From an optimization exercise on the open Yosys and OpenROAD flow, aimed at small area; shortcuts taken in it are not production practice. The RTL was checked by simulation tests, not by an equivalence proof against the original design. Power and IR drop assume default switching activity.

run 1:
Design ntp_auth, start of the top module:
module ntp_auth
(
  input  logic           i_clk,
  input  logic           i_areset,
  input  logic           i_rx_reset,
  input  logic           i_rx_valid,
  input  logic [63:0]    i_rx_data,
  input  logic           i_auth_start,
  input  logic           i_keymem_ready,
  input  logic           i_keymem_key_valid,
  input  logic [2:0]     i_keymem_key_word,
  input  logic [31:0]    i_keymem_key_data,
  output logic [1:0]     o_rx_ip_ver,
  output logic [383:0]   o_rx_header,
  output logic [31:0]    o_rx_keyid,
  output logic [159:0]   o_rx_digest,
  output logic           o_rx_complete,
  output logic           o_ready,
  output logic           o_key_ok,
  output logic [159:0]   o_key,
  output logic           o_keymem_get,
  output logic [31:0]    o_keymem_keyid
);
  logic [3:0]   cnt;
  logic [1:0]   ip_ver;      
  logic         prev_take;   
  logic         complete;
  logic [575:0] rec;
  logic         v4, v6;
  logic         take;
  assign v4   = ip_ver[0];
  assign v6   = ip_ver[1];
  ...
For scale: ~780 flip-flops, roughly 880 I/O pins.
clock: 5.0 ns
lec_check: 0
cap_margin: 5
core_margin: 2
core_utilization: 40
place_density: 0.85
slew_margin: 5
standard.sh (not shown) runs the stock make flow with config.mk's settings and CLKGATE_MAP_FILE= SYNTH_SCRIPT=/design/flow/synth_recipe.tcl, a recipe that flattens the netlist after the stock synthesis.
==> flow/flow/run.sh <==
#!/bin/bash
# The standard layout (standard.sh, unchanged synthesis), with two changes
# to how the layout is made:
#  - the port buffers that global placement inserts are buf_1 cells
#  - the clock tree uses clkbuf_8 cells in clusters of up to 17 sinks within
#    60 um, without dummy loads
# make's output goes to standard_flow.log; each ORFS step keeps its own log
# under orfs/logs/.
bash standard.sh "BUFFER_PORTS_ARGS=-buffer_cell sky130_fd_sc_hd__buf_1" \
  "CTS_ARGS=-sink_clustering_enable -repair_clock_nets -dont_use_dummy_load -buf_list sky130_fd_sc_hd__clkbuf_8 -sink_clustering_size 17 -sink_clustering_max_diameter 60" \
  finish > standard_flow.log 2>&1
diff inputs: run 1 => run 2
Settings: a change of CAP_MARGIN from 5 to 20; a change of SLEW_MARGIN from 5 to 20.
==> flow/flow/run.sh <==
#!/bin/bash
bash standard.sh "BUFFER_PORTS_ARGS=-buffer_cell sky130_fd_sc_hd__buf_1" \
  "CTS_ARGS=-sink_clustering_enable -repair_clock_nets -dont_use_dummy_load -buf_list sky130_fd_sc_hd__clkbuf_4 -sink_clustering_size 9 -sink_clustering_max_diameter 40" \
  finish > standard_flow.log 2>&1
### Flow results
Changes observed in run 2 relative to run 1: overall power of the completed layout now sits higher, clock network area share grew by 0.18 points, worst hold slack across all endpoints shows a reduction of 0.17 ns.
Sort run 2 and run 1 by fmax desc -> top: run 1
Looking at global-route usage across run 2 and run 1, the one that comes out higher is run 2.
Diff run 1..run 2 | share of the core filled with cells in the final layout | negligible
In run 2, detailed-routed wire length on met2 is higher than in run 1.
Run 2 vs run 1, last element of the critical path: o_keymem_get vs rec[520]
As far as synthesized area goes, run 2 and run 1 are indistinguishable; the numbers are identical.
[inputs] run 3 vs run 2
==> flow/flow/run.sh <==
#!/bin/bash
bash standard.sh "BUFFER_PORTS_ARGS=-buffer_cell sky130_fd_sc_hd__buf_1" \
  "CTS_ARGS=-sink_clustering_enable -repair_clock_nets -dont_use_dummy_load -buf_list sky130_fd_sc_hd__clkbuf_8 -sink_clustering_size 17 -sink_clustering_max_diameter 60" \
  finish > standard_flow.log 2>&1
Notes after the runs:
Compared run 2 against run 3; share of final layout cell area taken by non-clock buffers within noise. Relative to run 2, the first-iteration DRC count of run 3 is higher by 121. Looking at worst setup path startpoint, the ip_ver[1] result is from run 3; the s0 one comes from run 2. Compared with run 2, run 3 shows a clock skew that is 0.030 ns lower. Run 2 and run 3 ended up with roughly the same cell area.
Setup changes, run 3 to run 4
==> flow/flow/run.sh <==
#!/bin/bash
# The standard layout (standard.sh, unchanged synthesis), with two changes
# to how the layout is made:
#  - the port buffers that global placement inserts are buf_1 cells
#  - the clock tree uses clkbuf_8 cells in clusters of up to 17 sinks within
#    60 um, without dummy loads
# make's output goes to standard_flow.log; each ORFS step keeps its own log
# under orfs/logs/.
bash standard.sh "BUFFER_PORTS_ARGS=-buffer_cell sky130_fd_sc_hd__buf_1" \
  "CTS_ARGS=-sink_clustering_enable -repair_clock_nets -dont_use_dummy_load -buf_list sky130_fd_sc_hd__clkbuf_8 -sink_clustering_size 17 -sink_clustering_max_diameter 60" \
  finish > standard_flow.log 2>&1
Run 4 and run 3 ended up with nearly the same layout overhead on the synthesized area. Inverter count of the layout excluding clock inverters came out exactly the same in run 4 and run 3. Run 4 -> run 3: via count delta 0, exact match. Compared run 4 against run 3; data required time at the worst endpoint within noise. From run 3 to run 4, smallest setup slack after layout did not move at all. ~same combinational cell power in run 4 and run 3. On fmax, run 4 and run 3 are neck and neck. Reported for run 4 and run 3, global-route wire length before repair turned out identical to the last digit. Diff run 3 -> run 4: summed area of non-filler cells in the final layout stayed essentially flat; clock skew stayed essentially flat; number of buffer and inverter stages on the critical path roughly the same.
diff inputs: run 4 => run 5
diff --git a/flow/flow/run.sh b/flow/flow/run.sh
--- a/flow/flow/run.sh
+++ b/flow/flow/run.sh
@@ -8,4 +8,4 @@
 # under orfs/logs/.
 bash standard.sh "BUFFER_PORTS_ARGS=-buffer_cell sky130_fd_sc_hd__buf_1" \
-  "CTS_ARGS=-sink_clustering_enable -repair_clock_nets -dont_use_dummy_load -buf_list sky130_fd_sc_hd__clkbuf_8 -sink_clustering_size 17 -sink_clustering_max_diameter 60" \
+  "CTS_ARGS=-sink_clustering_enable -repair_clock_nets -dont_use_dummy_load -buf_list sky130_fd_sc_hd__clkbuf_8 -sink_clustering_size 17 -sink_clustering_max_diameter 75" \
   finish > standard_flow.log 2>&1
==> notes.md <==
- Per the final summary, run 5 finished and its layout is clean on timing, DRC and antenna.
- NOTE maximum clock frequency run 4->run 5 increased slightly
- Reported for run 4 and run 5, first-pass detailed-route iteration total turned out identical to the last digit.
- Global-route met1 utilization: run 4 vs run 5 — no meaningful difference
- Total power of run 4 is on par with run 5.
- Met3 layer usage reported by global route, run 4 and run 5: higher on run 4
### run 5 -> run 6
diff --git a/flow/flow/run.sh b/flow/flow/run.sh
--- a/flow/flow/run.sh
+++ b/flow/flow/run.sh
@@ -8,4 +8,4 @@
 # under orfs/logs/.
 bash standard.sh "BUFFER_PORTS_ARGS=-buffer_cell sky130_fd_sc_hd__buf_1" \
-  "CTS_ARGS=-sink_clustering_enable -repair_clock_nets -dont_use_dummy_load -buf_list sky130_fd_sc_hd__clkbuf_8 -sink_clustering_size 17 -sink_clustering_max_diameter 75" \
+  "CTS_ARGS=-sink_clustering_enable -repair_clock_nets -dont_use_dummy_load -buf_list sky130_fd_sc_hd__clkbuf_4 -sink_clustering_size 10 -sink_clustering_max_diameter 60" \
   finish > standard_flow.log 2>&1
[summary]
- | transition time of the tightest slew-check pin | run 6 vs run 5 | ≈ equal |
- Between run 5 and run 6, final worst-path cycle share increased.
- Summary: with run 5 as the reference, maximum achievable frequency in run 6 moved down by a few percent.
- Wire length of the first global-routing pass: run 6 and run 5 compared, lower one is run 5
- Area overhead of the layout relative to synthesis ended up 0.30 points lower on run 6 than on run 5.
- TritonCTS buffer count: run 6 > run 5
- Compared with run 5, in run 6 overall power consumption saw a decrease, detailed-route wire length went up 0.48%, worst path setup slack after routing now sits lower, fraction of area in clock buffers and inverters fell by 0.24 points, final area ~0 delta.

[separate check: timing with driven ports]
How much do the figures lean on ideal ports? The routed layouts below were timed once more, with nothing changed but the port constraints. Step 1 sets driving cells, clkbuf_16 on the clock port and buf_2 on the other inputs (assumed; they add their load-dependent delay and slew). Step 2 adds t to the input delays and takes it off the output delays; t is the mean of the earliest and latest rising clock arrival at the registers after step 1. Input paths then give back, and output paths get back, about the clock's delay inside the block. Three values: ideal ports, drivers, drivers and shift; two values: the first two.
run	t, ns	slack for setup (ns)	worst setup path after step 2	worst slew at a driven data input, ns	cell pins on the clock port's net
run 1	0.716	1.930 / 1.930 / 1.627	input to register	0.19	1
run 2	0.869	1.834 / 1.778 / 1.564	input to register	0.18	1
run 3	0.712	1.917 / 1.917 / 1.600	input to register	0.19	1
run 4	0.712	1.917 / 1.917 / 1.600	input to register	0.19	1
run 5	0.710	1.943 / 1.943 / 1.620	input to register	0.20	1
run 6	0.883	1.852 / 1.790 / 1.581	input to register	0.17	1
After both steps every run listed still meets setup and hold. The setup slack of run 5, which loses most, moves by 0.000 ns with the drivers and by -0.323 ns with both steps.
